Context: an optimization exercise on an open-source flow, tuned for small area, a short achievable clock period and few clock cycles per item. The choices shown serve that exercise and are no tape-out recipe. Only simulation tests tie the RTL to the original design; equivalence was not proved. Power figures rest on the tool's default switching activity, not on a simulated workload.

==> flow/run.sh <==
#!/bin/bash
# synth_recipe.tcl (not shown) runs the flow's synth.tcl, then flattens the netlist and writes it again
# the make line also repeats each setting of config.mk as NAME=value (left out here)
make -C /OpenROAD-flow-scripts/flow DESIGN_CONFIG=/design/flow/config.mk WORK_HOME=/design/flow/orfs CLKGATE_MAP_FILE= SYNTH_SCRIPT=/design/flow/synth_recipe.tcl finish
==> flow/config.mk <==
export PLATFORM = sky130hd
export DESIGN_NAME = execTop
export DESIGN_NICKNAME = execTop
export VERILOG_FILES = /design/flow/design.v
export SDC_FILE = /design/flow/constraint.sdc
export NUM_CORES = 4
export LEC_CHECK = 0
export ABC_AREA = 1
export CAP_MARGIN = 20
export CORE_MARGIN = 2
export CORE_UTILIZATION = 40
export CTS_BUF_LIST = sky130_fd_sc_hd__clkbuf_4 sky130_fd_sc_hd__clkbuf_8
export SETUP_SLACK_MARGIN = 3.1
export SLEW_MARGIN = 20
==> flow/constraint.sdc <==
create_clock -name core_clock -period 6.0 [get_ports {clk}]
set_input_delay 1.2000 -clock core_clock [delete_from_list [all_inputs] [get_ports {clk}]]
set_output_delay 1.2000 -clock core_clock [all_outputs]
set_load 0.01 [all_outputs]
==> flow/design.v <==
`default_nettype none
package execPkg;
	localparam int dataWidth = 32;
	localparam int shiftWidth = 5;  
	localparam int mulDigits = 4;
	localparam int mulBits = 2 * mulDigits;
	typedef logic [dataWidth-1:0] word_t;
	typedef enum logic [2:0] {
		opAdd = 3'd0,
		opSub = 3'd1,
		opAnd = 3'd2,
		opOr = 3'd3,
		opSll = 3'd4,
		opSra = 3'd5,
		opMul = 3'd6  
	} aluOp_t;
endpackage
`default_nettype wire
`default_nettype none
module aluUnit (
	input execPkg::word_t opA,
	input execPkg::word_t opB,
	input logic [2:0] op,
	output execPkg::word_t aluSum,  
	output execPkg::word_t aluCarry,  
	output logic aluCin,  
	output logic aluNeq,
	output logic aluLt
);
	localparam int W = execPkg::dataWidth;
	logic [execPkg::shiftWidth-1:0] shAmt;
	logic shLeft;
	execPkg::word_t shIn;
	execPkg::word_t shOut;
	logic shFill;
	execPkg::word_t shStage [execPkg::shiftWidth+1];
	execPkg::word_t shRev;
	execPkg::word_t axb;
	assign shAmt = opB[execPkg::shiftWidth-1:0];  
	assign shLeft = !op[0];
	always_comb begin
		for (int i = 0; i < W; i++) begin
			shIn[i] = shLeft ? opA[W-1-i] : opA[i];
		end
	end
	assign shFill = !shLeft && opA[W-1];
	assign shStage[0] = shIn;
	for (genvar i = 0; i < execPkg::shiftWidth; i++) begin : gShift
		assign shStage[i+1] = shAmt[i]
			? {{(2**i){shFill}}, shStage[i][W-1:2**i]}
			: shStage[i];
	end
	assign shOut = shStage[execPkg::shiftWidth];
	always_comb begin
		for (int i = 0; i < W; i++) begin
			shRev[i] = shLeft ? shOut[W-1-i] : shOut[i];
		end
	end
	assign axb = opA ^ opB;
	always_comb begin
		aluCarry = '0;
		aluCin = 1'b0;
		case (op)
			execPkg::opAdd: begin
				aluSum = opA;
				aluCarry = opB;
			end
			execPkg::opSub: begin
				aluSum = opA;  
				aluCarry = ~opB;
				aluCin = 1'b1;
			end
			execPkg::opAnd: aluSum = opA & opB;
			execPkg::opOr: aluSum = opA | opB;
			execPkg::opSll: aluSum = shRev;
			execPkg::opSra: aluSum = shRev;
			default: aluSum = '0;  
		endcase
	end
	assign aluNeq = |axb;
	assign aluLt = (opA[W-1] != opB[W-1]) ? opA[W-1] : (opA[W-2:0] < opB[W-2:0]);
endmodule
module addPrefix (
	input logic [31:0] a,
	input logic [31:0] b,
	input logic cin,
	output logic [31:0] sum
);
	logic [31:0] p;
	logic [31:0] g;
	assign p = a ^ b;
	assign g = a & b;
	logic g0c;
	assign g0c = g[0] | (p[0] & cin);
	logic G0_1;
	assign G0_1 = g[1] | (p[1] & g0c);
	logic G0_3;
	assign G0_3 = g[3] | (p[3] & g[2]);
	logic P0_3;
	assign P0_3 = p[3] & p[2];
	logic G0_5;
	assign G0_5 = g[5] | (p[5] & g[4]);
	logic P0_5;
	assign P0_5 = p[5] & p[4];
	logic G0_7;
	assign G0_7 = g[7] | (p[7] & g[6]);
	logic P0_7;
	assign P0_7 = p[7] & p[6];
	logic G0_9;
	assign G0_9 = g[9] | (p[9] & g[8]);
	logic P0_9;
	assign P0_9 = p[9] & p[8];
	logic G0_11;
	assign G0_11 = g[11] | (p[11] & g[10]);
	logic P0_11;
	assign P0_11 = p[11] & p[10];
	logic G0_13;
	assign G0_13 = g[13] | (p[13] & g[12]);
	logic P0_13;
	assign P0_13 = p[13] & p[12];
	logic G0_15;
	assign G0_15 = g[15] | (p[15] & g[14]);
	logic P0_15;
	assign P0_15 = p[15] & p[14];
	logic G0_17;
	assign G0_17 = g[17] | (p[17] & g[16]);
	logic P0_17;
	assign P0_17 = p[17] & p[16];
	logic G0_19;
	assign G0_19 = g[19] | (p[19] & g[18]);
	logic P0_19;
	assign P0_19 = p[19] & p[18];
	logic G0_21;
	assign G0_21 = g[21] | (p[21] & g[20]);
	logic P0_21;
	assign P0_21 = p[21] & p[20];
	logic G0_23;
	assign G0_23 = g[23] | (p[23] & g[22]);
	logic P0_23;
	assign P0_23 = p[23] & p[22];
	logic G0_25;
	assign G0_25 = g[25] | (p[25] & g[24]);
	logic P0_25;
	assign P0_25 = p[25] & p[24];
	logic G0_27;
	assign G0_27 = g[27] | (p[27] & g[26]);
	logic P0_27;
	assign P0_27 = p[27] & p[26];
	logic G0_29;
	assign G0_29 = g[29] | (p[29] & g[28]);
	logic P0_29;
	assign P0_29 = p[29] & p[28];
	logic G0_31;
	assign G0_31 = g[31] | (p[31] & g[30]);
	logic P0_31;
	assign P0_31 = p[31] & p[30];
	logic G1_3;
	assign G1_3 = G0_3 | (P0_3 & G0_1);
	logic G1_7;
	assign G1_7 = G0_7 | (P0_7 & G0_5);
	logic P1_7;
	assign P1_7 = P0_7 & P0_5;
	logic G1_11;
	assign G1_11 = G0_11 | (P0_11 & G0_9);
	logic P1_11;
	assign P1_11 = P0_11 & P0_9;
	logic G1_15;
	assign G1_15 = G0_15 | (P0_15 & G0_13);
	logic P1_15;
	assign P1_15 = P0_15 & P0_13;
	logic G1_19;
	assign G1_19 = G0_19 | (P0_19 & G0_17);
	logic P1_19;
	assign P1_19 = P0_19 & P0_17;
	logic G1_23;
	assign G1_23 = G0_23 | (P0_23 & G0_21);
	logic P1_23;
	assign P1_23 = P0_23 & P0_21;
	logic G1_27;
	assign G1_27 = G0_27 | (P0_27 & G0_25);
	logic P1_27;
	assign P1_27 = P0_27 & P0_25;
	logic G1_31;
	assign G1_31 = G0_31 | (P0_31 & G0_29);
	logic P1_31;
	assign P1_31 = P0_31 & P0_29;
	logic G2_7;
	assign G2_7 = G1_7 | (P1_7 & G1_3);
	logic G2_15;
	assign G2_15 = G1_15 | (P1_15 & G1_11);
	logic P2_15;
	assign P2_15 = P1_15 & P1_11;
	logic G2_23;
	assign G2_23 = G1_23 | (P1_23 & G1_19);
	logic P2_23;
	assign P2_23 = P1_23 & P1_19;
	logic G2_31;
	assign G2_31 = G1_31 | (P1_31 & G1_27);
	logic P2_31;
	assign P2_31 = P1_31 & P1_27;
	logic G3_15;
	assign G3_15 = G2_15 | (P2_15 & G2_7);
	logic G3_31;
	assign G3_31 = G2_31 | (P2_31 & G2_23);
	logic P3_31;
	assign P3_31 = P2_31 & P2_23;
	logic G4_31;
	assign G4_31 = G3_31 | (P3_31 & G3_15);
	logic G5_23;
	assign G5_23 = G2_23 | (P2_23 & G3_15);
	logic G6_11;
	assign G6_11 = G1_11 | (P1_11 & G2_7);
	logic G6_19;
	assign G6_19 = G1_19 | (P1_19 & G3_15);
	logic G6_27;
	assign G6_27 = G1_27 | (P1_27 & G5_23);
	logic G7_5;
	assign G7_5 = G0_5 | (P0_5 & G1_3);
	logic G7_9;
	assign G7_9 = G0_9 | (P0_9 & G2_7);
	logic G7_13;
	assign G7_13 = G0_13 | (P0_13 & G6_11);
	logic G7_17;
	assign G7_17 = G0_17 | (P0_17 & G3_15);
	logic G7_21;
	assign G7_21 = G0_21 | (P0_21 & G6_19);
	logic G7_25;
	assign G7_25 = G0_25 | (P0_25 & G5_23);
	logic G7_29;
	assign G7_29 = G0_29 | (P0_29 & G6_27);
	logic G8_2;
	assign G8_2 = g[2] | (p[2] & G0_1);
	logic G8_4;
	assign G8_4 = g[4] | (p[4] & G1_3);
	logic G8_6;
	assign G8_6 = g[6] | (p[6] & G7_5);
	logic G8_8;
	assign G8_8 = g[8] | (p[8] & G2_7);
	logic G8_10;
	assign G8_10 = g[10] | (p[10] & G7_9);
	logic G8_12;
	assign G8_12 = g[12] | (p[12] & G6_11);
	logic G8_14;
	assign G8_14 = g[14] | (p[14] & G7_13);
	logic G8_16;
	assign G8_16 = g[16] | (p[16] & G3_15);
	logic G8_18;
	assign G8_18 = g[18] | (p[18] & G7_17);
	logic G8_20;
	assign G8_20 = g[20] | (p[20] & G6_19);
	logic G8_22;
	assign G8_22 = g[22] | (p[22] & G7_21);
	logic G8_24;
	assign G8_24 = g[24] | (p[24] & G5_23);
	logic G8_26;
	assign G8_26 = g[26] | (p[26] & G7_25);
	logic G8_28;
	assign G8_28 = g[28] | (p[28] & G6_27);
	logic G8_30;
	assign G8_30 = g[30] | (p[30] & G7_29);
	logic [31:0] c;
	assign c = {G8_30, G7_29, G8_28, G6_27, G8_26, G7_25, G8_24, G5_23, G8_22, G7_21, G8_20, G6_19, G8_18, G7_17, G8_16, G3_15, G8_14, G7_13, G8_12, G6_11, G8_10, G7_9, G8_8, G2_7, G8_6, G7_5, G8_4, G1_3, G8_2, G0_1, g0c, cin};
	assign sum = p ^ c;
endmodule
`default_nettype wire
`default_nettype none
module mulUnit (
	input execPkg::word_t mcand,  
	input logic [execPkg::mulDigits-1:0] digOne,  
	input logic [execPkg::mulDigits-1:0] digTwo,
	input logic [execPkg::mulDigits-1:0] digNeg,
	input execPkg::word_t accSum,  
	input execPkg::word_t accCarry,
	output execPkg::word_t nextSum,
	output execPkg::word_t nextCarry
);
	boothStep tree (
		.mc(mcand),
		.one(digOne),
		.two(digTwo),
		.neg(digNeg),
		.s(accSum),
		.c(accCarry),
		.os(nextSum),
		.oc(nextCarry)
	);
endmodule
module boothStep (
	input logic [31:0] mc,  
	input logic [3:0] one,  
	input logic [3:0] two,  
	input logic [3:0] neg,  
	input logic [31:0] s,
	input logic [31:0] c,
	output logic [31:0] os,
	output logic [31:0] oc
);
	logic one0, two0, neg0;
	logic [31:0] pp0;
	logic one1, two1, neg1;
	logic [31:2] pp1;
	logic one2, two2, neg2;
	logic [31:4] pp2;
	logic one3, two3, neg3;
	logic [31:6] pp3;
	logic fs1;
	logic fc2;
	logic fs3;
	logic fc4;
	logic fs5;
	logic fc6;
	logic fs7;
	logic fc8;
	logic fs9;
	logic fc10;
	logic fs11;
	logic fc12;
	logic fs13;
	logic fc14;
	logic fs15;
	logic fc16;
	logic fs17;
	logic fc18;
	logic fs19;
	logic fc20;
	logic fs21;
	logic fc22;
	logic fs23;
	logic fc24;
	logic fs25;
	logic fc26;
	logic fs27;
	logic fc28;
	logic fs29;
	logic fc30;
	logic fs31;
	logic fc32;
	logic fs33;
	logic fc34;
	logic fs35;
	logic fc36;
	logic fs37;
	logic fc38;
	logic fs39;
	logic fc40;
	logic fs41;
	logic fc42;
	logic fs43;
	logic fc44;
	logic fs45;
	logic fc46;
	logic fs47;
	logic fc48;
	logic fs49;
	logic fc50;
	logic fs51;
	logic fc52;
	logic fs53;
	logic fc54;
	logic fs55;
	logic fc56;
	logic fs57;
	logic fc58;
	logic fs59;
	logic fc60;
	logic fs61;
	logic fc62;
	logic fs63;
	logic fc64;
	logic fs65;
	logic fc66;
	logic fs67;
	logic fc68;
	logic fs69;
	logic fc70;
	logic fs71;
	logic fc72;
	logic fs73;
	logic fc74;
	logic fs75;
	logic fc76;
	logic fs77;
	logic fc78;
	logic fs79;
	logic fc80;
	logic fs81;
	logic fc82;
	logic fs83;
	logic fc84;
	logic fs85;
	logic fc86;
	logic fs87;
	logic fc88;
	logic fs89;
	logic fc90;
	logic fs91;
	logic fc92;
	logic fs93;
	logic fc94;
	logic fs95;
	logic fc96;
	logic fs97;
	logic fc98;
	logic fs99;
	logic fc100;
	logic fs101;
	logic fc102;
	logic fs103;
	logic fc104;
	logic fs105;
	logic fc106;
	logic fs107;
	logic fc108;
	logic fs109;
	logic fc110;
	logic fs111;
	logic fc112;
	logic fs113;
	logic fc114;
	logic fs115;
	logic fc116;
	logic fs117;
	logic fc118;
	logic fs119;
	logic fc120;
	logic fs121;
	logic fc122;
	logic fs123;
	logic fc124;
	logic fs125;
	logic fc126;
	logic fs127;
	logic fc128;
	logic fs129;
	logic fc130;
	logic fs131;
	logic fc132;
	logic fs133;
	logic fc134;
	logic fs135;
	logic fc136;
	logic fs137;
	logic fc138;
	logic fs139;
	logic fc140;
	logic fs141;
	logic fc142;
	logic fs143;
	logic fc144;
	logic fs145;
	logic fc146;
	logic fs147;
	logic fc148;
	logic fs149;
	logic fc150;
	logic fs151;
	logic fc152;
	logic fs153;
	logic fc154;
	logic fs155;
	logic fc156;
	logic fs157;
	logic fc158;
	logic fs159;
	logic fc160;
	logic fs161;
	logic fc162;
	logic fs163;
	logic fc164;
	logic fs165;
	logic fc166;
	logic fs167;
	logic fc168;
	logic fs169;
	logic fc170;
	logic fs171;
	logic fc172;
	logic fs173;
	logic fc174;
	logic fs175;
	logic fc176;
	logic fs177;
	logic fc178;
	logic fs179;
	logic fc180;
	logic fs181;
	logic fc182;
	logic fs183;
	logic fc184;
	logic fs185;
	logic fc186;
	logic fs187;
	logic fc188;
	logic fs189;
	logic fc190;
	logic fs191;
	logic fc192;
	logic fs193;
	logic fc194;
	logic fs195;
	logic fc196;
	logic fs197;
	logic fc198;
	logic fs199;
	logic fc200;
	logic fs201;
	logic fc202;
	logic fs203;
	logic fc204;
	logic fs205;
	logic fc206;
	logic fs207;
	logic fc208;
	logic fs209;
	logic fc210;
	logic fs211;
	logic fc212;
	logic fs213;
	logic fc214;
	logic fs215;
	logic fc216;
	logic fs217;
	logic fc218;
	logic fs219;
	logic fc220;
	logic fs221;
	logic fc222;
	logic fs223;
	logic fc224;
	logic fs225;
	logic fs226;
	logic fs227;
	logic fs228;
	assign one0 = one[0];
	assign two0 = two[0];
	assign neg0 = neg[0];
	assign pp0[0] = (one0 & mc[0]) ^ neg0;
	assign pp0[1] = ((one0 & mc[1]) | (two0 & mc[0])) ^ neg0;
	assign pp0[2] = ((one0 & mc[2]) | (two0 & mc[1])) ^ neg0;
	assign pp0[3] = ((one0 & mc[3]) | (two0 & mc[2])) ^ neg0;
	assign pp0[4] = ((one0 & mc[4]) | (two0 & mc[3])) ^ neg0;
	assign pp0[5] = ((one0 & mc[5]) | (two0 & mc[4])) ^ neg0;
	assign pp0[6] = ((one0 & mc[6]) | (two0 & mc[5])) ^ neg0;
	assign pp0[7] = ((one0 & mc[7]) | (two0 & mc[6])) ^ neg0;
	assign pp0[8] = ((one0 & mc[8]) | (two0 & mc[7])) ^ neg0;
	assign pp0[9] = ((one0 & mc[9]) | (two0 & mc[8])) ^ neg0;
	assign pp0[10] = ((one0 & mc[10]) | (two0 & mc[9])) ^ neg0;
	assign pp0[11] = ((one0 & mc[11]) | (two0 & mc[10])) ^ neg0;
	assign pp0[12] = ((one0 & mc[12]) | (two0 & mc[11])) ^ neg0;
	assign pp0[13] = ((one0 & mc[13]) | (two0 & mc[12])) ^ neg0;
	assign pp0[14] = ((one0 & mc[14]) | (two0 & mc[13])) ^ neg0;
	assign pp0[15] = ((one0 & mc[15]) | (two0 & mc[14])) ^ neg0;
	assign pp0[16] = ((one0 & mc[16]) | (two0 & mc[15])) ^ neg0;
	assign pp0[17] = ((one0 & mc[17]) | (two0 & mc[16])) ^ neg0;
	assign pp0[18] = ((one0 & mc[18]) | (two0 & mc[17])) ^ neg0;
	assign pp0[19] = ((one0 & mc[19]) | (two0 & mc[18])) ^ neg0;
	assign pp0[20] = ((one0 & mc[20]) | (two0 & mc[19])) ^ neg0;
	assign pp0[21] = ((one0 & mc[21]) | (two0 & mc[20])) ^ neg0;
	assign pp0[22] = ((one0 & mc[22]) | (two0 & mc[21])) ^ neg0;
	assign pp0[23] = ((one0 & mc[23]) | (two0 & mc[22])) ^ neg0;
	assign pp0[24] = ((one0 & mc[24]) | (two0 & mc[23])) ^ neg0;
	assign pp0[25] = ((one0 & mc[25]) | (two0 & mc[24])) ^ neg0;
	assign pp0[26] = ((one0 & mc[26]) | (two0 & mc[25])) ^ neg0;
	assign pp0[27] = ((one0 & mc[27]) | (two0 & mc[26])) ^ neg0;
	assign pp0[28] = ((one0 & mc[28]) | (two0 & mc[27])) ^ neg0;
	assign pp0[29] = ((one0 & mc[29]) | (two0 & mc[28])) ^ neg0;
	assign pp0[30] = ((one0 & mc[30]) | (two0 & mc[29])) ^ neg0;
	assign pp0[31] = ((one0 & mc[31]) | (two0 & mc[30])) ^ neg0;
	assign one1 = one[1];
	assign two1 = two[1];
	assign neg1 = neg[1];
	assign pp1[2] = (one1 & mc[0]) ^ neg1;
	assign pp1[3] = ((one1 & mc[1]) | (two1 & mc[0])) ^ neg1;
	assign pp1[4] = ((one1 & mc[2]) | (two1 & mc[1])) ^ neg1;
	assign pp1[5] = ((one1 & mc[3]) | (two1 & mc[2])) ^ neg1;
	assign pp1[6] = ((one1 & mc[4]) | (two1 & mc[3])) ^ neg1;
	assign pp1[7] = ((one1 & mc[5]) | (two1 & mc[4])) ^ neg1;
	assign pp1[8] = ((one1 & mc[6]) | (two1 & mc[5])) ^ neg1;
	assign pp1[9] = ((one1 & mc[7]) | (two1 & mc[6])) ^ neg1;
	assign pp1[10] = ((one1 & mc[8]) | (two1 & mc[7])) ^ neg1;
	assign pp1[11] = ((one1 & mc[9]) | (two1 & mc[8])) ^ neg1;
	assign pp1[12] = ((one1 & mc[10]) | (two1 & mc[9])) ^ neg1;
	assign pp1[13] = ((one1 & mc[11]) | (two1 & mc[10])) ^ neg1;
	assign pp1[14] = ((one1 & mc[12]) | (two1 & mc[11])) ^ neg1;
	assign pp1[15] = ((one1 & mc[13]) | (two1 & mc[12])) ^ neg1;
	assign pp1[16] = ((one1 & mc[14]) | (two1 & mc[13])) ^ neg1;
	assign pp1[17] = ((one1 & mc[15]) | (two1 & mc[14])) ^ neg1;
	assign pp1[18] = ((one1 & mc[16]) | (two1 & mc[15])) ^ neg1;
	assign pp1[19] = ((one1 & mc[17]) | (two1 & mc[16])) ^ neg1;
	assign pp1[20] = ((one1 & mc[18]) | (two1 & mc[17])) ^ neg1;
	assign pp1[21] = ((one1 & mc[19]) | (two1 & mc[18])) ^ neg1;
	assign pp1[22] = ((one1 & mc[20]) | (two1 & mc[19])) ^ neg1;
	assign pp1[23] = ((one1 & mc[21]) | (two1 & mc[20])) ^ neg1;
	assign pp1[24] = ((one1 & mc[22]) | (two1 & mc[21])) ^ neg1;
	assign pp1[25] = ((one1 & mc[23]) | (two1 & mc[22])) ^ neg1;
	assign pp1[26] = ((one1 & mc[24]) | (two1 & mc[23])) ^ neg1;
	assign pp1[27] = ((one1 & mc[25]) | (two1 & mc[24])) ^ neg1;
	assign pp1[28] = ((one1 & mc[26]) | (two1 & mc[25])) ^ neg1;
	assign pp1[29] = ((one1 & mc[27]) | (two1 & mc[26])) ^ neg1;
	assign pp1[30] = ((one1 & mc[28]) | (two1 & mc[27])) ^ neg1;
	assign pp1[31] = ((one1 & mc[29]) | (two1 & mc[28])) ^ neg1;
	assign one2 = one[2];
	assign two2 = two[2];
	assign neg2 = neg[2];
	assign pp2[4] = (one2 & mc[0]) ^ neg2;
	assign pp2[5] = ((one2 & mc[1]) | (two2 & mc[0])) ^ neg2;
	assign pp2[6] = ((one2 & mc[2]) | (two2 & mc[1])) ^ neg2;
	assign pp2[7] = ((one2 & mc[3]) | (two2 & mc[2])) ^ neg2;
	assign pp2[8] = ((one2 & mc[4]) | (two2 & mc[3])) ^ neg2;
	assign pp2[9] = ((one2 & mc[5]) | (two2 & mc[4])) ^ neg2;
	assign pp2[10] = ((one2 & mc[6]) | (two2 & mc[5])) ^ neg2;
	assign pp2[11] = ((one2 & mc[7]) | (two2 & mc[6])) ^ neg2;
	assign pp2[12] = ((one2 & mc[8]) | (two2 & mc[7])) ^ neg2;
	assign pp2[13] = ((one2 & mc[9]) | (two2 & mc[8])) ^ neg2;
	assign pp2[14] = ((one2 & mc[10]) | (two2 & mc[9])) ^ neg2;
	assign pp2[15] = ((one2 & mc[11]) | (two2 & mc[10])) ^ neg2;
	assign pp2[16] = ((one2 & mc[12]) | (two2 & mc[11])) ^ neg2;
	assign pp2[17] = ((one2 & mc[13]) | (two2 & mc[12])) ^ neg2;
	assign pp2[18] = ((one2 & mc[14]) | (two2 & mc[13])) ^ neg2;
	assign pp2[19] = ((one2 & mc[15]) | (two2 & mc[14])) ^ neg2;
	assign pp2[20] = ((one2 & mc[16]) | (two2 & mc[15])) ^ neg2;
	assign pp2[21] = ((one2 & mc[17]) | (two2 & mc[16])) ^ neg2;
	assign pp2[22] = ((one2 & mc[18]) | (two2 & mc[17])) ^ neg2;
	assign pp2[23] = ((one2 & mc[19]) | (two2 & mc[18])) ^ neg2;
	assign pp2[24] = ((one2 & mc[20]) | (two2 & mc[19])) ^ neg2;
	assign pp2[25] = ((one2 & mc[21]) | (two2 & mc[20])) ^ neg2;
	assign pp2[26] = ((one2 & mc[22]) | (two2 & mc[21])) ^ neg2;
	assign pp2[27] = ((one2 & mc[23]) | (two2 & mc[22])) ^ neg2;
	assign pp2[28] = ((one2 & mc[24]) | (two2 & mc[23])) ^ neg2;
	assign pp2[29] = ((one2 & mc[25]) | (two2 & mc[24])) ^ neg2;
	assign pp2[30] = ((one2 & mc[26]) | (two2 & mc[25])) ^ neg2;
	assign pp2[31] = ((one2 & mc[27]) | (two2 & mc[26])) ^ neg2;
	assign one3 = one[3];
	assign two3 = two[3];
	assign neg3 = neg[3];
	assign pp3[6] = (one3 & mc[0]) ^ neg3;
	assign pp3[7] = ((one3 & mc[1]) | (two3 & mc[0])) ^ neg3;
	assign pp3[8] = ((one3 & mc[2]) | (two3 & mc[1])) ^ neg3;
	assign pp3[9] = ((one3 & mc[3]) | (two3 & mc[2])) ^ neg3;
	assign pp3[10] = ((one3 & mc[4]) | (two3 & mc[3])) ^ neg3;
	assign pp3[11] = ((one3 & mc[5]) | (two3 & mc[4])) ^ neg3;
	assign pp3[12] = ((one3 & mc[6]) | (two3 & mc[5])) ^ neg3;
	assign pp3[13] = ((one3 & mc[7]) | (two3 & mc[6])) ^ neg3;
	assign pp3[14] = ((one3 & mc[8]) | (two3 & mc[7])) ^ neg3;
	assign pp3[15] = ((one3 & mc[9]) | (two3 & mc[8])) ^ neg3;
	assign pp3[16] = ((one3 & mc[10]) | (two3 & mc[9])) ^ neg3;
	assign pp3[17] = ((one3 & mc[11]) | (two3 & mc[10])) ^ neg3;
	assign pp3[18] = ((one3 & mc[12]) | (two3 & mc[11])) ^ neg3;
	assign pp3[19] = ((one3 & mc[13]) | (two3 & mc[12])) ^ neg3;
	assign pp3[20] = ((one3 & mc[14]) | (two3 & mc[13])) ^ neg3;
	assign pp3[21] = ((one3 & mc[15]) | (two3 & mc[14])) ^ neg3;
	assign pp3[22] = ((one3 & mc[16]) | (two3 & mc[15])) ^ neg3;
	assign pp3[23] = ((one3 & mc[17]) | (two3 & mc[16])) ^ neg3;
	assign pp3[24] = ((one3 & mc[18]) | (two3 & mc[17])) ^ neg3;
	assign pp3[25] = ((one3 & mc[19]) | (two3 & mc[18])) ^ neg3;
	assign pp3[26] = ((one3 & mc[20]) | (two3 & mc[19])) ^ neg3;
	assign pp3[27] = ((one3 & mc[21]) | (two3 & mc[20])) ^ neg3;
	assign pp3[28] = ((one3 & mc[22]) | (two3 & mc[21])) ^ neg3;
	assign pp3[29] = ((one3 & mc[23]) | (two3 & mc[22])) ^ neg3;
	assign pp3[30] = ((one3 & mc[24]) | (two3 & mc[23])) ^ neg3;
	assign pp3[31] = ((one3 & mc[25]) | (two3 & mc[24])) ^ neg3;
	assign fs1 = neg0 ^ s[0] ^ c[0];
	assign fc2 = (neg0 & s[0]) | (neg0 & c[0]) | (s[0] & c[0]);
	assign fs3 = s[1] ^ c[1] ^ fc2;
	assign fc4 = (s[1] & c[1]) | (s[1] & fc2) | (c[1] & fc2);
	assign fs5 = neg1 ^ s[2] ^ c[2];
	assign fc6 = (neg1 & s[2]) | (neg1 & c[2]) | (s[2] & c[2]);
	assign fs7 = pp0[2] ^ pp1[2] ^ fs5;
	assign fc8 = (pp0[2] & pp1[2]) | (pp0[2] & fs5) | (pp1[2] & fs5);
	assign fs9 = s[3] ^ c[3] ^ fc6;
	assign fc10 = (s[3] & c[3]) | (s[3] & fc6) | (c[3] & fc6);
	assign fs11 = pp0[3] ^ pp1[3] ^ fc8;
	assign fc12 = (pp0[3] & pp1[3]) | (pp0[3] & fc8) | (pp1[3] & fc8);
	assign fs13 = neg2 ^ s[4] ^ c[4];
	assign fc14 = (neg2 & s[4]) | (neg2 & c[4]) | (s[4] & c[4]);
	assign fs15 = pp0[4] ^ pp1[4] ^ pp2[4];
	assign fc16 = (pp0[4] & pp1[4]) | (pp0[4] & pp2[4]) | (pp1[4] & pp2[4]);
	assign fs17 = fs13 ^ fc10 ^ fs15;
	assign fc18 = (fs13 & fc10) | (fs13 & fs15) | (fc10 & fs15);
	assign fs19 = s[5] ^ c[5] ^ fc14;
	assign fc20 = (s[5] & c[5]) | (s[5] & fc14) | (c[5] & fc14);
	assign fs21 = pp0[5] ^ pp1[5] ^ pp2[5];
	assign fc22 = (pp0[5] & pp1[5]) | (pp0[5] & pp2[5]) | (pp1[5] & pp2[5]);
	assign fs23 = fc16 ^ fs19 ^ fs21;
	assign fc24 = (fc16 & fs19) | (fc16 & fs21) | (fs19 & fs21);
	assign fs25 = neg3 ^ s[6] ^ c[6];
	assign fc26 = (neg3 & s[6]) | (neg3 & c[6]) | (s[6] & c[6]);
	assign fs27 = pp0[6] ^ pp1[6] ^ pp2[6];
	assign fc28 = (pp0[6] & pp1[6]) | (pp0[6] & pp2[6]) | (pp1[6] & pp2[6]);
	assign fs29 = pp3[6] ^ fs25 ^ fc20;
	assign fc30 = (pp3[6] & fs25) | (pp3[6] & fc20) | (fs25 & fc20);
	assign fs31 = fc22 ^ fs27 ^ fs29;
	assign fc32 = (fc22 & fs27) | (fc22 & fs29) | (fs27 & fs29);
	assign fs33 = s[7] ^ c[7] ^ fc26;
	assign fc34 = (s[7] & c[7]) | (s[7] & fc26) | (c[7] & fc26);
	assign fs35 = pp0[7] ^ pp1[7] ^ pp2[7];
	assign fc36 = (pp0[7] & pp1[7]) | (pp0[7] & pp2[7]) | (pp1[7] & pp2[7]);
	assign fs37 = pp3[7] ^ fc28 ^ fs33;
	assign fc38 = (pp3[7] & fc28) | (pp3[7] & fs33) | (fc28 & fs33);
	assign fs39 = fs35 ^ fc30 ^ fs37;
	assign fc40 = (fs35 & fc30) | (fs35 & fs37) | (fc30 & fs37);
	assign fs41 = s[8] ^ c[8] ^ pp0[8];
	assign fc42 = (s[8] & c[8]) | (s[8] & pp0[8]) | (c[8] & pp0[8]);
	assign fs43 = pp1[8] ^ pp2[8] ^ pp3[8];
	assign fc44 = (pp1[8] & pp2[8]) | (pp1[8] & pp3[8]) | (pp2[8] & pp3[8]);
	assign fs45 = fc34 ^ fc36 ^ fs41;
	assign fc46 = (fc34 & fc36) | (fc34 & fs41) | (fc36 & fs41);
	assign fs47 = fs43 ^ fc38 ^ fs45;
	assign fc48 = (fs43 & fc38) | (fs43 & fs45) | (fc38 & fs45);
	assign fs49 = s[9] ^ c[9] ^ pp0[9];
	assign fc50 = (s[9] & c[9]) | (s[9] & pp0[9]) | (c[9] & pp0[9]);
	assign fs51 = pp1[9] ^ pp2[9] ^ pp3[9];
	assign fc52 = (pp1[9] & pp2[9]) | (pp1[9] & pp3[9]) | (pp2[9] & pp3[9]);
	assign fs53 = fc42 ^ fc44 ^ fs49;
	assign fc54 = (fc42 & fc44) | (fc42 & fs49) | (fc44 & fs49);
	assign fs55 = fs51 ^ fc46 ^ fs53;
	assign fc56 = (fs51 & fc46) | (fs51 & fs53) | (fc46 & fs53);
	assign fs57 = s[10] ^ c[10] ^ pp0[10];
	assign fc58 = (s[10] & c[10]) | (s[10] & pp0[10]) | (c[10] & pp0[10]);
	assign fs59 = pp1[10] ^ pp2[10] ^ pp3[10];
	assign fc60 = (pp1[10] & pp2[10]) | (pp1[10] & pp3[10]) | (pp2[10] & pp3[10]);
	assign fs61 = fc50 ^ fc52 ^ fs57;
	assign fc62 = (fc50 & fc52) | (fc50 & fs57) | (fc52 & fs57);
	assign fs63 = fs59 ^ fc54 ^ fs61;
	assign fc64 = (fs59 & fc54) | (fs59 & fs61) | (fc54 & fs61);
	assign fs65 = s[11] ^ c[11] ^ pp0[11];
	assign fc66 = (s[11] & c[11]) | (s[11] & pp0[11]) | (c[11] & pp0[11]);
	assign fs67 = pp1[11] ^ pp2[11] ^ pp3[11];
	assign fc68 = (pp1[11] & pp2[11]) | (pp1[11] & pp3[11]) | (pp2[11] & pp3[11]);
	assign fs69 = fc58 ^ fc60 ^ fs65;
	assign fc70 = (fc58 & fc60) | (fc58 & fs65) | (fc60 & fs65);
	assign fs71 = fs67 ^ fc62 ^ fs69;
	assign fc72 = (fs67 & fc62) | (fs67 & fs69) | (fc62 & fs69);
	assign fs73 = s[12] ^ c[12] ^ pp0[12];
	assign fc74 = (s[12] & c[12]) | (s[12] & pp0[12]) | (c[12] & pp0[12]);
	assign fs75 = pp1[12] ^ pp2[12] ^ pp3[12];
	assign fc76 = (pp1[12] & pp2[12]) | (pp1[12] & pp3[12]) | (pp2[12] & pp3[12]);
	assign fs77 = fc66 ^ fc68 ^ fs73;
	assign fc78 = (fc66 & fc68) | (fc66 & fs73) | (fc68 & fs73);
	assign fs79 = fs75 ^ fc70 ^ fs77;
	assign fc80 = (fs75 & fc70) | (fs75 & fs77) | (fc70 & fs77);
	assign fs81 = s[13] ^ c[13] ^ pp0[13];
	assign fc82 = (s[13] & c[13]) | (s[13] & pp0[13]) | (c[13] & pp0[13]);
	assign fs83 = pp1[13] ^ pp2[13] ^ pp3[13];
	assign fc84 = (pp1[13] & pp2[13]) | (pp1[13] & pp3[13]) | (pp2[13] & pp3[13]);
	assign fs85 = fc74 ^ fc76 ^ fs81;
	assign fc86 = (fc74 & fc76) | (fc74 & fs81) | (fc76 & fs81);
	assign fs87 = fs83 ^ fc78 ^ fs85;
	assign fc88 = (fs83 & fc78) | (fs83 & fs85) | (fc78 & fs85);
	assign fs89 = s[14] ^ c[14] ^ pp0[14];
	assign fc90 = (s[14] & c[14]) | (s[14] & pp0[14]) | (c[14] & pp0[14]);
	assign fs91 = pp1[14] ^ pp2[14] ^ pp3[14];
	assign fc92 = (pp1[14] & pp2[14]) | (pp1[14] & pp3[14]) | (pp2[14] & pp3[14]);
	assign fs93 = fc82 ^ fc84 ^ fs89;
	assign fc94 = (fc82 & fc84) | (fc82 & fs89) | (fc84 & fs89);
	assign fs95 = fs91 ^ fc86 ^ fs93;
	assign fc96 = (fs91 & fc86) | (fs91 & fs93) | (fc86 & fs93);
	assign fs97 = s[15] ^ c[15] ^ pp0[15];
	assign fc98 = (s[15] & c[15]) | (s[15] & pp0[15]) | (c[15] & pp0[15]);
	assign fs99 = pp1[15] ^ pp2[15] ^ pp3[15];
	assign fc100 = (pp1[15] & pp2[15]) | (pp1[15] & pp3[15]) | (pp2[15] & pp3[15]);
	assign fs101 = fc90 ^ fc92 ^ fs97;
	assign fc102 = (fc90 & fc92) | (fc90 & fs97) | (fc92 & fs97);
	assign fs103 = fs99 ^ fc94 ^ fs101;
	assign fc104 = (fs99 & fc94) | (fs99 & fs101) | (fc94 & fs101);
	assign fs105 = s[16] ^ c[16] ^ pp0[16];
	assign fc106 = (s[16] & c[16]) | (s[16] & pp0[16]) | (c[16] & pp0[16]);
	assign fs107 = pp1[16] ^ pp2[16] ^ pp3[16];
	assign fc108 = (pp1[16] & pp2[16]) | (pp1[16] & pp3[16]) | (pp2[16] & pp3[16]);
	assign fs109 = fc98 ^ fc100 ^ fs105;
	assign fc110 = (fc98 & fc100) | (fc98 & fs105) | (fc100 & fs105);
	assign fs111 = fs107 ^ fc102 ^ fs109;
	assign fc112 = (fs107 & fc102) | (fs107 & fs109) | (fc102 & fs109);
	assign fs113 = s[17] ^ c[17] ^ pp0[17];
	assign fc114 = (s[17] & c[17]) | (s[17] & pp0[17]) | (c[17] & pp0[17]);
	assign fs115 = pp1[17] ^ pp2[17] ^ pp3[17];
	assign fc116 = (pp1[17] & pp2[17]) | (pp1[17] & pp3[17]) | (pp2[17] & pp3[17]);
	assign fs117 = fc106 ^ fc108 ^ fs113;
	assign fc118 = (fc106 & fc108) | (fc106 & fs113) | (fc108 & fs113);
	assign fs119 = fs115 ^ fc110 ^ fs117;
	assign fc120 = (fs115 & fc110) | (fs115 & fs117) | (fc110 & fs117);
	assign fs121 = s[18] ^ c[18] ^ pp0[18];
	assign fc122 = (s[18] & c[18]) | (s[18] & pp0[18]) | (c[18] & pp0[18]);
	assign fs123 = pp1[18] ^ pp2[18] ^ pp3[18];
	assign fc124 = (pp1[18] & pp2[18]) | (pp1[18] & pp3[18]) | (pp2[18] & pp3[18]);
	assign fs125 = fc114 ^ fc116 ^ fs121;
	assign fc126 = (fc114 & fc116) | (fc114 & fs121) | (fc116 & fs121);
	assign fs127 = fs123 ^ fc118 ^ fs125;
	assign fc128 = (fs123 & fc118) | (fs123 & fs125) | (fc118 & fs125);
	assign fs129 = s[19] ^ c[19] ^ pp0[19];
	assign fc130 = (s[19] & c[19]) | (s[19] & pp0[19]) | (c[19] & pp0[19]);
	assign fs131 = pp1[19] ^ pp2[19] ^ pp3[19];
	assign fc132 = (pp1[19] & pp2[19]) | (pp1[19] & pp3[19]) | (pp2[19] & pp3[19]);
	assign fs133 = fc122 ^ fc124 ^ fs129;
	assign fc134 = (fc122 & fc124) | (fc122 & fs129) | (fc124 & fs129);
	assign fs135 = fs131 ^ fc126 ^ fs133;
	assign fc136 = (fs131 & fc126) | (fs131 & fs133) | (fc126 & fs133);
	assign fs137 = s[20] ^ c[20] ^ pp0[20];
	assign fc138 = (s[20] & c[20]) | (s[20] & pp0[20]) | (c[20] & pp0[20]);
	assign fs139 = pp1[20] ^ pp2[20] ^ pp3[20];
	assign fc140 = (pp1[20] & pp2[20]) | (pp1[20] & pp3[20]) | (pp2[20] & pp3[20]);
	assign fs141 = fc130 ^ fc132 ^ fs137;
	assign fc142 = (fc130 & fc132) | (fc130 & fs137) | (fc132 & fs137);
	assign fs143 = fs139 ^ fc134 ^ fs141;
	assign fc144 = (fs139 & fc134) | (fs139 & fs141) | (fc134 & fs141);
	assign fs145 = s[21] ^ c[21] ^ pp0[21];
	assign fc146 = (s[21] & c[21]) | (s[21] & pp0[21]) | (c[21] & pp0[21]);
	assign fs147 = pp1[21] ^ pp2[21] ^ pp3[21];
	assign fc148 = (pp1[21] & pp2[21]) | (pp1[21] & pp3[21]) | (pp2[21] & pp3[21]);
	assign fs149 = fc138 ^ fc140 ^ fs145;
	assign fc150 = (fc138 & fc140) | (fc138 & fs145) | (fc140 & fs145);
	assign fs151 = fs147 ^ fc142 ^ fs149;
	assign fc152 = (fs147 & fc142) | (fs147 & fs149) | (fc142 & fs149);
	assign fs153 = s[22] ^ c[22] ^ pp0[22];
	assign fc154 = (s[22] & c[22]) | (s[22] & pp0[22]) | (c[22] & pp0[22]);
	assign fs155 = pp1[22] ^ pp2[22] ^ pp3[22];
	assign fc156 = (pp1[22] & pp2[22]) | (pp1[22] & pp3[22]) | (pp2[22] & pp3[22]);
	assign fs157 = fc146 ^ fc148 ^ fs153;
	assign fc158 = (fc146 & fc148) | (fc146 & fs153) | (fc148 & fs153);
	assign fs159 = fs155 ^ fc150 ^ fs157;
	assign fc160 = (fs155 & fc150) | (fs155 & fs157) | (fc150 & fs157);
	assign fs161 = s[23] ^ c[23] ^ pp0[23];
	assign fc162 = (s[23] & c[23]) | (s[23] & pp0[23]) | (c[23] & pp0[23]);
	assign fs163 = pp1[23] ^ pp2[23] ^ pp3[23];
	assign fc164 = (pp1[23] & pp2[23]) | (pp1[23] & pp3[23]) | (pp2[23] & pp3[23]);
	assign fs165 = fc154 ^ fc156 ^ fs161;
	assign fc166 = (fc154 & fc156) | (fc154 & fs161) | (fc156 & fs161);
	assign fs167 = fs163 ^ fc158 ^ fs165;
	assign fc168 = (fs163 & fc158) | (fs163 & fs165) | (fc158 & fs165);
	assign fs169 = s[24] ^ c[24] ^ pp0[24];
	assign fc170 = (s[24] & c[24]) | (s[24] & pp0[24]) | (c[24] & pp0[24]);
	assign fs171 = pp1[24] ^ pp2[24] ^ pp3[24];
	assign fc172 = (pp1[24] & pp2[24]) | (pp1[24] & pp3[24]) | (pp2[24] & pp3[24]);
	assign fs173 = fc162 ^ fc164 ^ fs169;
	assign fc174 = (fc162 & fc164) | (fc162 & fs169) | (fc164 & fs169);
	assign fs175 = fs171 ^ fc166 ^ fs173;
	assign fc176 = (fs171 & fc166) | (fs171 & fs173) | (fc166 & fs173);
	assign fs177 = s[25] ^ c[25] ^ pp0[25];
	assign fc178 = (s[25] & c[25]) | (s[25] & pp0[25]) | (c[25] & pp0[25]);
	assign fs179 = pp1[25] ^ pp2[25] ^ pp3[25];
	assign fc180 = (pp1[25] & pp2[25]) | (pp1[25] & pp3[25]) | (pp2[25] & pp3[25]);
	assign fs181 = fc170 ^ fc172 ^ fs177;
	assign fc182 = (fc170 & fc172) | (fc170 & fs177) | (fc172 & fs177);
	assign fs183 = fs179 ^ fc174 ^ fs181;
	assign fc184 = (fs179 & fc174) | (fs179 & fs181) | (fc174 & fs181);
	assign fs185 = s[26] ^ c[26] ^ pp0[26];
	assign fc186 = (s[26] & c[26]) | (s[26] & pp0[26]) | (c[26] & pp0[26]);
	assign fs187 = pp1[26] ^ pp2[26] ^ pp3[26];
	assign fc188 = (pp1[26] & pp2[26]) | (pp1[26] & pp3[26]) | (pp2[26] & pp3[26]);
	assign fs189 = fc178 ^ fc180 ^ fs185;
	assign fc190 = (fc178 & fc180) | (fc178 & fs185) | (fc180 & fs185);
	assign fs191 = fs187 ^ fc182 ^ fs189;
	assign fc192 = (fs187 & fc182) | (fs187 & fs189) | (fc182 & fs189);
	assign fs193 = s[27] ^ c[27] ^ pp0[27];
	assign fc194 = (s[27] & c[27]) | (s[27] & pp0[27]) | (c[27] & pp0[27]);
	assign fs195 = pp1[27] ^ pp2[27] ^ pp3[27];
	assign fc196 = (pp1[27] & pp2[27]) | (pp1[27] & pp3[27]) | (pp2[27] & pp3[27]);
	assign fs197 = fc186 ^ fc188 ^ fs193;
	assign fc198 = (fc186 & fc188) | (fc186 & fs193) | (fc188 & fs193);
	assign fs199 = fs195 ^ fc190 ^ fs197;
	assign fc200 = (fs195 & fc190) | (fs195 & fs197) | (fc190 & fs197);
	assign fs201 = s[28] ^ c[28] ^ pp0[28];
	assign fc202 = (s[28] & c[28]) | (s[28] & pp0[28]) | (c[28] & pp0[28]);
	assign fs203 = pp1[28] ^ pp2[28] ^ pp3[28];
	assign fc204 = (pp1[28] & pp2[28]) | (pp1[28] & pp3[28]) | (pp2[28] & pp3[28]);
	assign fs205 = fc194 ^ fc196 ^ fs201;
	assign fc206 = (fc194 & fc196) | (fc194 & fs201) | (fc196 & fs201);
	assign fs207 = fs203 ^ fc198 ^ fs205;
	assign fc208 = (fs203 & fc198) | (fs203 & fs205) | (fc198 & fs205);
	assign fs209 = s[29] ^ c[29] ^ pp0[29];
	assign fc210 = (s[29] & c[29]) | (s[29] & pp0[29]) | (c[29] & pp0[29]);
	assign fs211 = pp1[29] ^ pp2[29] ^ pp3[29];
	assign fc212 = (pp1[29] & pp2[29]) | (pp1[29] & pp3[29]) | (pp2[29] & pp3[29]);
	assign fs213 = fc202 ^ fc204 ^ fs209;
	assign fc214 = (fc202 & fc204) | (fc202 & fs209) | (fc204 & fs209);
	assign fs215 = fs211 ^ fc206 ^ fs213;
	assign fc216 = (fs211 & fc206) | (fs211 & fs213) | (fc206 & fs213);
	assign fs217 = s[30] ^ c[30] ^ pp0[30];
	assign fc218 = (s[30] & c[30]) | (s[30] & pp0[30]) | (c[30] & pp0[30]);
	assign fs219 = pp1[30] ^ pp2[30] ^ pp3[30];
	assign fc220 = (pp1[30] & pp2[30]) | (pp1[30] & pp3[30]) | (pp2[30] & pp3[30]);
	assign fs221 = fc210 ^ fc212 ^ fs217;
	assign fc222 = (fc210 & fc212) | (fc210 & fs217) | (fc212 & fs217);
	assign fs223 = fs219 ^ fc214 ^ fs221;
	assign fc224 = (fs219 & fc214) | (fs219 & fs221) | (fc214 & fs221);
	assign fs225 = s[31] ^ c[31] ^ pp0[31];
	assign fs226 = pp1[31] ^ pp2[31] ^ pp3[31];
	assign fs227 = fc218 ^ fc220 ^ fs225;
	assign fs228 = fs226 ^ fc222 ^ fs227;
	assign os = {fc224, fc216, fc208, fc200, fc192, fc184, fc176, fc168, fc160, fc152, fc144, fc136, fc128, fc120, fc112, fc104, fc96, fc88, fc80, fc72, fc64, fc56, fc48, fc40, fc32, fc24, fc18, fc12, fs9, fc4, pp0[1], pp0[0]};
	assign oc = {fs228, fs223, fs215, fs207, fs199, fs191, fs183, fs175, fs167, fs159, fs151, fs143, fs135, fs127, fs119, fs111, fs103, fs95, fs87, fs79, fs71, fs63, fs55, fs47, fs39, fs31, fs23, fs17, fs11, fs7, fs3, fs1};
endmodule
`default_nettype wire
`default_nettype none
module execControl (
	input logic clk,
	input logic rst,
	input logic start,
	input logic [2:0] op,
	input execPkg::word_t opA,
	input execPkg::word_t opB,
	output execPkg::word_t latA,
	output execPkg::word_t latB,
	output logic [2:0] latOp,
	output logic [execPkg::mulDigits-1:0] digOne,  
	output logic [execPkg::mulDigits-1:0] digTwo,
	output logic [execPkg::mulDigits-1:0] digNeg,
	input execPkg::word_t aluSum,
	input execPkg::word_t aluCarry,
	input logic aluCin,
	input logic aluNeq,
	input logic aluLt,
	input execPkg::word_t nextSum,
	input execPkg::word_t nextCarry,
	output execPkg::word_t accSum,
	output execPkg::word_t accCarry,
	output logic firstStep,
	output execPkg::word_t result,
	output logic neq,
	output logic lt,
	output logic done,
	output logic busy
);
	localparam int W = execPkg::dataWidth;
	localparam int NB = execPkg::mulBits;
	localparam int D = execPkg::mulDigits;
	logic accept;
	logic valid;  
	logic last;  
	logic nextLast;
	execPkg::word_t nextB;  
	logic stepping;  
	logic shift;  
	logic shiftQ;
	logic mulAccept;
	logic nextStepping;
	logic rowsDone;  
	logic accCin;
	logic rowNeq;  
	logic rowLt;
	execPkg::word_t sum;
	logic [NB:0] digBits;  
	logic [D-1:0] nextOne;
	logic [D-1:0] nextTwo;
	logic [D-1:0] nextNeg;
	assign shift = shiftQ;
	assign busy = shiftQ;
	assign accept = start && !busy && (op != 3'd7);  
	assign mulAccept = accept && (op == execPkg::opMul);
	assign nextStepping = mulAccept || shift;
	always_ff @(posedge clk) begin
		if (rst) begin
			valid <= 1'b0;
			firstStep <= 1'b0;
			stepping <= 1'b0;
			shiftQ <= 1'b0;
			rowsDone <= 1'b0;
			done <= 1'b0;
		end else begin
			valid <= accept;
			firstStep <= mulAccept;
			stepping <= nextStepping;
			shiftQ <= nextStepping && !nextLast;
			rowsDone <= (valid && !firstStep) || (stepping && last);
			done <= rowsDone;
		end
	end
	assign nextB = shift ? {{NB{latB[W-1]}}, latB[W-1:NB]} : opB;  
	always_ff @(posedge clk) begin
		if (shift) begin
			latA <= latA << NB;
		end else begin
			latA <= opA;
			latOp <= op;
		end
		latB <= nextB;
	end
	assign digBits = {nextB[NB-1:0], shift && latB[NB-1]};
	assign nextLast = (nextB[W-1:NB-1] == {(W-NB+1){nextB[W-1]}});
	always_comb begin
		for (int j = 0; j < D; j++) begin
			nextOne[j] = digBits[2*j+1] ^ digBits[2*j];
			nextTwo[j] = (digBits[2*j+2] && !digBits[2*j+1] && !digBits[2*j])
				|| (!digBits[2*j+2] && digBits[2*j+1] && digBits[2*j]);
			nextNeg[j] = digBits[2*j+2];
		end
	end
	always_ff @(posedge clk) begin
		digOne <= nextOne;
		digTwo <= nextTwo;
		digNeg <= nextNeg;
		last <= nextLast;
	end
	always_ff @(posedge clk) begin
		if (stepping) begin
			accSum <= nextSum;
			accCarry <= nextCarry;
			accCin <= 1'b0;
		end else begin
			accSum <= aluSum;
			accCarry <= aluCarry;
			accCin <= aluCin;
		end
		if (valid) begin
			rowNeq <= aluNeq;
			rowLt <= aluLt;
		end
		result <= sum;
		neq <= rowNeq;
		lt <= rowLt;
	end
	addPrefix adder (
		.a(accSum),
		.b(accCarry),
		.cin(accCin),
		.sum(sum)
	);
endmodule
`default_nettype wire
`default_nettype none
module execTop (
	input logic clk,
	input logic rst,
	input logic start,
	input logic [2:0] op,  
	input logic [31:0] opA,
	input logic [31:0] opB,
	output logic [31:0] result,
	output logic neq,
	output logic lt,
	output logic done,
	output logic busy
);
	execPkg::word_t latA;
	execPkg::word_t latB;
	logic [2:0] latOp;
	logic [execPkg::mulDigits-1:0] digOne;
	logic [execPkg::mulDigits-1:0] digTwo;
	logic [execPkg::mulDigits-1:0] digNeg;
	execPkg::word_t aluSum;
	execPkg::word_t aluCarry;
	logic aluCin;
	logic aluNeq;
	logic aluLt;
	execPkg::word_t nextSum;
	execPkg::word_t nextCarry;
	execPkg::word_t accSum;
	execPkg::word_t accCarry;
	logic firstStep;
	execControl control (
		.clk(clk),
		.rst(rst),
		.start(start),
		.op(op),
		.opA(opA),
		.opB(opB),
		.latA(latA),
		.latB(latB),
		.latOp(latOp),
		.digOne(digOne),
		.digTwo(digTwo),
		.digNeg(digNeg),
		.aluSum(aluSum),
		.aluCarry(aluCarry),
		.aluCin(aluCin),
		.aluNeq(aluNeq),
		.aluLt(aluLt),
		.nextSum(nextSum),
		.nextCarry(nextCarry),
		.accSum(accSum),
		.accCarry(accCarry),
		.firstStep(firstStep),
		.result(result),
		.neq(neq),
		.lt(lt),
		.done(done),
		.busy(busy)
	);
	aluUnit alu (
		.opA(latA),
		.opB(latB),
		.op(latOp),
		.aluSum(aluSum),
		.aluCarry(aluCarry),
		.aluCin(aluCin),
		.aluNeq(aluNeq),
		.aluLt(aluLt)
	);
	mulUnit mul (
		.mcand(latA),
		.digOne(digOne),
		.digTwo(digTwo),
		.digNeg(digNeg),
		.accSum(firstStep ? '0 : accSum),
		.accCarry(firstStep ? '0 : accCarry),
		.nextSum(nextSum),
		.nextCarry(nextCarry)
	);
endmodule
`default_nettype wire
==> results by group, run 1 <==
STA
  • Fmax achieved: between 0.3 and 0.4 GHz
  • Worst hold slack: 0.370 ns
  • Clock skew: 0.0197 ns
  • Worst-margin pin slew: ~1.0 ns
  • Final Cycle Share: around 48%
  • Pins Over Slew Limit: 0
  • Final hold violations: 0
  • Post-layout min period: 2.90 ns
  • Worst setup margin: roughly 3.1 ns
  • RSZ-0062 raised after global routing: true
  • Rel. slew slack: a little under a third
  • Setup TNS Final: 0 ns
  • Endpoints failing setup: 0

Yosys
  • Adder-Cell Fraction of Synth Area: roughly a quarter
  • Syn Nets: approximately 2500
  • Ys flop type: dfxtp_1
  • Post-synth cell types: slightly below 50
  • Asr flop ratio synth: 0%
  • Post-synthesis simple-gate area fraction: between 20% and 30%
  • Sequential area share after synthesis: roughly 22%
  • Flops & latches, synth: 183
  • Synth Area in XOR/XNOR: under 10%
  • Complex-gate fraction of the synthesized area: between 10% and 20%
  • Post-synth top area share: 21.3%
  • EDFF count, synth: 5
  • Average size of a mapped cell: ~7.5 sq um
  • Synth area leaders: dfxtp_1 (21%), fa_1 (15%), nand2_1 (10%)
  • Largest area contributor in the netlist: dfxtp_1
  • Synth warnings: 3
  • Mux share of post-synthesis cell area: 0%
  • Most frequent cell after synthesis: nand2_1
  • Mapped Area: approximately 0.017 sq mm
  • Main combinational cell family by area after synthesis: adder cells
  • Synth cell count leaders: nand2_1 (451), nand3_1 (262), inv_1 (204)
  • Synthesized instance count: 2217

Die
  • Cell Rows: 74
  • Die area: around 0.043 sq mm
  • Initial core utilization: 40.7%
  • Total core area: 0.0410 sq mm
  • I/O pins: 106
  • Chip width: 208 microns
  • Die Y-Extent: roughly 210 microns

Placement
  • GPL Wtd Cong: just under 1
  • Pre-CTS setup slack: roughly 2.4 ns
  • Final HPWL DP: ~47000 microns
  • Placed instance area: between 0.015 and 0.02 sq mm
  • PortBufs: around 110

Setup path
  • WP data required: 6.45 ns
  • Critical path launch point type: flop
  • CP endpoint kind: flop
  • Arr. time, crit path: 3.35 ns
  • WS Path Type: flop to flop
  • CP Max Fanout: 10

GRT
  • Number of global-route vias before repair: ~16000
  • Total gr overflow: 0
  • Initial antenna violation count: 0
  • Pin count of the biggest net entering global routing: just over 90
  • First-pass GRT wire length: approximately 99000 microns
  • Total track usage: 30.6%

Route
  • DR DRC count: 0
  • 1st-iter DRT viols: between 1500 and 2000
  • First-pass detailed-route iteration total: 7
  • DR WL/cell: around 23 microns
  • Via density: just under 6
  • Remaining antenna violation count after routing: 0
  • Vias: about 16000
  • Total routed wirelength: between 60000 and 70000 microns

Pwr
  • Tot Pwr: ~5.4 mW
  • Leakage: between 9 and 10 nW
  • Worst VDD drop: between 0.0001 and 0.00015 V
  • Power density cells: 276 mW/mm^2

Clock tree
  • Hold buffers post-CTS: 0
  • H-tree levels: 4
  • Clock root cell: clkbuf_8
  • CTS max path bufs: 2
  • CTS tree: built
  • Number of buffers created by CTS: 17
  • Clk slew on worst S/H paths: 0.11 ns
  • TritonCTS Sinks: 183
  • Worst-Skew Late Latency: 0.56 ns

Cells and area
  • Final #Nets: roughly 2600
  • Antenna fix cells: 0
  • Syn-to-layout area delta: 17.6%
  • Design area: 0.0197 sq mm
  • Fraction of layout cells with a size suffix above 1: between 10% and 20%

Job
  • Max Cap Violations: 0

Hold path
  • Worst min path class: flop to flop

Status
  • Status: timing/DRC/antenna clean
## metrics by stage
step	std cells	util, %
2_1_floorplan	2217	-
5_1_grt	2858	47.9
4_1_cts	2826	46.6
6_report	2858	47.9
3_5_place_dp	2726	43.6
3_3_place_gp	2726	43.6
## timing repair
action,in CTS,in global routing
pin swaps,1,11
gates resized for setup,92,96
gates cloned,7,2
setup buffers,61,30
setup endpoints to repair,74,54
## power by group
part / switching [mW] / internal (mW) / total [mW]
clock: 0.527 / 0.324 / 0.851
combinational: 1.69 / 1.28 / 2.97
sequential: 0.179 / 1.43 / 1.61
total: 2.40 / 3.03 / 5.42
## registers in the layout, indices dropped and copies added (netlist names), 3 cells and up
register	cells
control.digTwo	4
control.latB	29
control.digNeg	3
control.latOp	3
control.result	32
control.accSum	32
control.latA	32
control.accCarry	32
control.digOne	4
## worst paths after layout
kind                            start                      endpoint  slack, ns  depth (start not counted)
max reg2reg  control.latA[16]$_DFF_P_  control.accCarry[16]$_DFF_P_       3.10                          8
max          control.latA[16]$_DFF_P_  control.accCarry[16]$_DFF_P_       3.10                          8
min reg2reg   control.rowLt$_DFFE_PP_            control.lt$_DFF_P_       0.37                          0
min           control.rowLt$_DFFE_PP_            control.lt$_DFF_P_       0.37                          0
## logic make-up after synthesis
logic type,after synthesis
adders and majority gates,252
AOI/OAI and AO/OA,370
and+or+nand+nor,901
DFF,183
buffers and inverters,372
xor gates and xnor gates,139
## metal layers
layer	global-route usage [%]	wire length, microns	up-vias
met2	46.1	28600	959
met4	13.8	3130	0
met3	6.46	6700	153
met1	42.1	28600	7895
met5	0	0	-
li1	-	-	7492
## layout by cell type (no fill, tap or decap), drive strengths merged, types with 2 or more instances in the layout
cell / n
clkinvlp: 34
clkbuf: 22
nand2: 457
nand4: 11
o22ai: 139
a211oi: 4
o31ai: 5
fa: 129
nor2: 134
nand3: 273
clkinv: 12
nor3: 11
a221oi: 6
or2: 3
clkdlybuf4s50: 104
nor4: 8
xor2: 130
inv: 198
xnor2: 9
nand3b: 2
o22a: 30
buf: 108
a31oi: 3
o21ai: 91
dfxtp: 178
a21oi: 86
edfxtp: 5
ha: 123
bufbuf: 2
## layout make-up
| type | count | area [sq um] |
|---|---|---|
| Tap cell | 532 | 666 |
| Timing Repair inverter | 7 | 45.0 |
| Timing Repair Buffer | 216 | 2100 |
| Sequential cell | 183 | 3830 |
| Fill cell | 4107 | 21400 |
| Clock buffer | 21 | 277 |
| Clock inverter | 11 | 88.8 |
| Inverter | 226 | 988 |
| Multi-Input combinational cell | 1662 | 11700 |
## critical path, stage by stage (launching register included)
cell and delay [ns]:
dfxtp_4 0.44, clkinvlp_4 0.09, buf_4 0.20, o22ai_1 0.22, xor2_1 0.20, fa_1 0.48, fa_1 0.52, fa_1 0.42
o22a_1 0.21
Testbench counts, summed over its fixed seeds: cycles 15,655, ops 12,000.
==> inputs of run 2 (changes only) <==
--- a/flow/config.mk
+++ b/flow/config.mk
@@ -12,3 +12,3 @@
 export CTS_BUF_LIST = sky130_fd_sc_hd__clkbuf_4 sky130_fd_sc_hd__clkbuf_8
-export SETUP_SLACK_MARGIN = 3.1
+export SETUP_SLACK_MARGIN = 3.0
 export SLEW_MARGIN = 20
==> run 2 against run 1 <==
Synthesized cell count is the same. Sequential share of layout area grew 0.18 points. Area after synthesis is the same. Design area shrank 1.8%. Critical path depth shrank 1. Worst hold slack lost 0.012 ns. Clock skew grew 0.0095 ns. Critical path type unchanged. Core utilization shrank 0.88 points. First-iteration DRC count shrank 2.0%. Sequential power is essentially flat. Maximum frequency shrank 1.7%. Largest power group unchanged. Die area is the same.
==> results by group, run 2 <==
STA
  • Worst setup margin: 3.05 ns
  • Rel. slew slack: 35.7%
  • RSZ-0062 raised after global routing: true
  • Endpoints failing setup: 0
  • Final hold violations: 0
  • Fmax achieved: 0.339 GHz
  • Pins Over Slew Limit: 0
  • Setup TNS Final: 0 ns
  • Clock skew: 0.0292 ns
  • Worst-margin pin slew: approximately 0.96 ns
  • Post-layout min period: around 3 ns
  • Final Cycle Share: approximately half

Clock tree
  • CTS tree: built
  • CTS max path bufs: 2
  • H-tree levels: 4
  • Worst-Skew Late Latency: roughly 0.55 ns
  • Clock root cell: clkbuf_8
  • Clk slew on worst S/H paths: 0.10 ns
  • Number of buffers created by CTS: 17
  • Hold buffers post-CTS: 0
  • TritonCTS Sinks: approximately 180

Cells and area
  • Final #Nets: about 2600
  • Design area: 0.0193 sq mm
  • Syn-to-layout area delta: 15.5%
  • Antenna fix cells: 0
  • Commonest non-fill, non-tap cell in the layout: nand2_1
  • Post-route core utilization: approximately 47%
  • Commonest cells after routing, fill and taps aside: nand2_1 (446), nand3_1 (262), inv_1 (181)
  • Fraction of layout cells with a size suffix above 1: between 10% and 20%

Die
  • Cell Rows: 74
  • Chip width: around 210 microns
  • Die area: about 0.043 sq mm
  • Die Y-Extent: approximately 210 microns
  • I/O pins: approximately 110
  • Initial core utilization: about two fifths
  • Total core area: 0.0410 sq mm

Yosys
  • Syn Nets: between 2000 and 3000
  • Most frequent cell after synthesis: nand2_1
  • Mapped Area: 0.0167 sq mm
  • EDFF count, synth: 5
  • Synth warnings: 3
  • Synth area leaders: dfxtp_1 (21%), fa_1 (15%), nand2_1 (10%)
  • Average size of a mapped cell: ~7.5 sq um
  • Post-synth cell types: slightly below 50
  • Ys flop type: dfxtp_1
  • Flops & latches, synth: 183
  • Synth cell count leaders: nand2_1 (451), nand3_1 (262), inv_1 (204)
  • Largest area contributor in the netlist: dfxtp_1
  • Sequential area share after synthesis: between 20% and 30%
  • Post-synth top area share: 21.3%
  • Synthesized instance count: approximately 2200
  • Asr flop ratio synth: 0%

GRT
  • Total gr overflow: 0
  • First-pass GRT wire length: around 98000 microns
  • Total track usage: slightly below 30%
  • Pin count of the biggest net entering global routing: 71
  • Number of global-route vias before repair: 16006
  • Initial antenna violation count: 1

Pwr
  • P_int: ~3.1 mW
  • Switch Pwr: roughly 2.3 mW
  • Flop pwr share: just under 30%
  • Clk pwr share: between 10% and 20%
  • Worst VDD drop: approximately 0.00014 V
  • Leakage: roughly 9 nW
  • Net Sw Frac: about 43%
  • Logic pwr share: roughly 54%
  • Power density cells: around 280 mW/mm^2

Placement
  • Pre-CTS setup slack: around 2.5 ns
  • PortBufs: ~110
  • Final HPWL DP: 46100 microns
  • GPL Wtd Cong: ~1
  • Placed instance area: 0.0179 sq mm

Status
  • Status: timing/DRC/antenna clean

Route
  • Total routed wirelength: about 64000 microns
  • First-pass detailed-route iteration total: 8
  • DR WL/cell: approximately 23 microns
  • Remaining antenna violation count after routing: 0
  • Via density: 5.75
  • Vias: between 15000 and 20000
  • DR DRC count: 0
  • 1st-iter DRT viols: 1816

Job
  • Max Cap Violations: 0

Setup path
  • Worst path max stage delay: 0.62 ns
  • Worst path slowest cell: dfxtp_1
  • Critical path launch point type: flop
  • CP endpoint kind: flop
  • FF-to-FF Start: control.latA[25]$_DFF_P_
  • CP Max Fanout: 8
  • Most frequent CP cell: fa_1
  • Crit. Startpoint: control.latA[25]$_DFF_P_
  • WP data required: between 6 and 7 ns
  • Crit path cell chain: inv_2, o22ai_1, xor2_1, fa_1, fa_1, fa_1, o22a_1
  • Arr. time, crit path: ~3.4 ns
  • WS Path Type: flop to flop

Hold path
  • Hold wc startpoint: control.rowLt$_DFFE_PP_
  • Worst min path class: flop to flop
run 2: worst paths after layout:
kind,endpoint,slack [ns],cells past startpoint
hold reg to reg,control.lt$_DFF_P_,0.36,0
setup reg to reg,control.accCarry[25]$_DFF_P_,3.05,7
hold / removal,control.lt$_DFF_P_,0.36,0
setup / recovery,control.accCarry[25]$_DFF_P_,3.05,7
run 2: stage by stage:
stage	std cells	total power, mW	hold WS (ns)
CTS	2805	5.39	0.351
global placement	2727	4.31	0.345
global route	2838	5.86	0.368
finish	2838	5.42	0.358
floorplan	2217	3.49	0.323
detailed placement	2727	4.39	0.336
run 2: routing by layer:
layer  wire length, microns  track usage [%]
met5                      0                0
met4                   2380             12.2
met3                   5680             4.50
met2                  28600             45.9
met1                  27700             41.6
run 2: cell type report:
cell class	count	area, sq um
Timing Repair Buffer	197	1910
Clock buffer	20	256
Inverter	226	956
Sequential cell	183	3800
Tap cell	532	666
Clock inverter	12	141
Multi-Input combinational cell	1662	11500
Timing Repair inverter	6	40.0
Fill cell	4126	21700
run 2: logic make-up after synthesis:
group,synth area share (%)
xor+xnor,7.29
fa+ha+maj,24.7
buf+inv,9.20
simple gates,23.3
compound gates,13.3
flops,22.2
run 2: what timing repair did:
item                                    4_1_cts  5_1_grt
gates cloned                                  5        2
resized for setup                            57       57
pin swaps                                     1        3
endpoints found under the setup margin       64       57
buffers inserted                             41       31
run 2: worst max-delay path, delay by kind of cell, from the launching register on:
kind                       cells  cell delay, ns
adders and majority gates      3            1.39
DFF                            1            0.62
xor gates and xnor gates       1            0.21
buffers and inverters          1            0.19
AOI/OAI and AO/OA              2            0.43
run 2: power by group through the flow:
stage               logic, mW  registers [mW]  clock network [mW]
finish                   2.92            1.61               0.890
floorplan                1.89            1.60                   0
global placement         2.69            1.61                   0
CTS                      2.87            1.60               0.917
detailed placement       2.77            1.62                   0
global route             3.27            1.63               0.961

==> separate check: timing with driven ports <==
The flow's constraints put no driver on any port. The routed layouts listed below were extracted and timed again, unchanged, in two steps.
Step 1 sets driving cells, clkbuf_16 on the clock port and buf_2 on the other inputs (assumed; they add their load-dependent delay and slew).
Step 2 times the ports against the registers' clock, not the clock port: input delays grow and output delays shrink by t, the midpoint of the rising clock arrivals with the driver on.
a / b / c = ideal / step 1 / step 2; a / b = the first two.
| run | t (ns) | setup WS [ns] | latest minus earliest clock arrival (ns) |
|---|---|---|---|
| run 1 | 0.600 | 3.101 / 3.101 / 2.664 | 0.020 / 0.020 |
| run 2 | 0.590 | 3.051 / 3.024 / 2.607 | 0.029 / 0.030 |
After both steps every run listed still meets setup and hold. The setup slack of run 2, which loses most, moves by -0.027 ns with the drivers and by -0.444 ns with both steps.
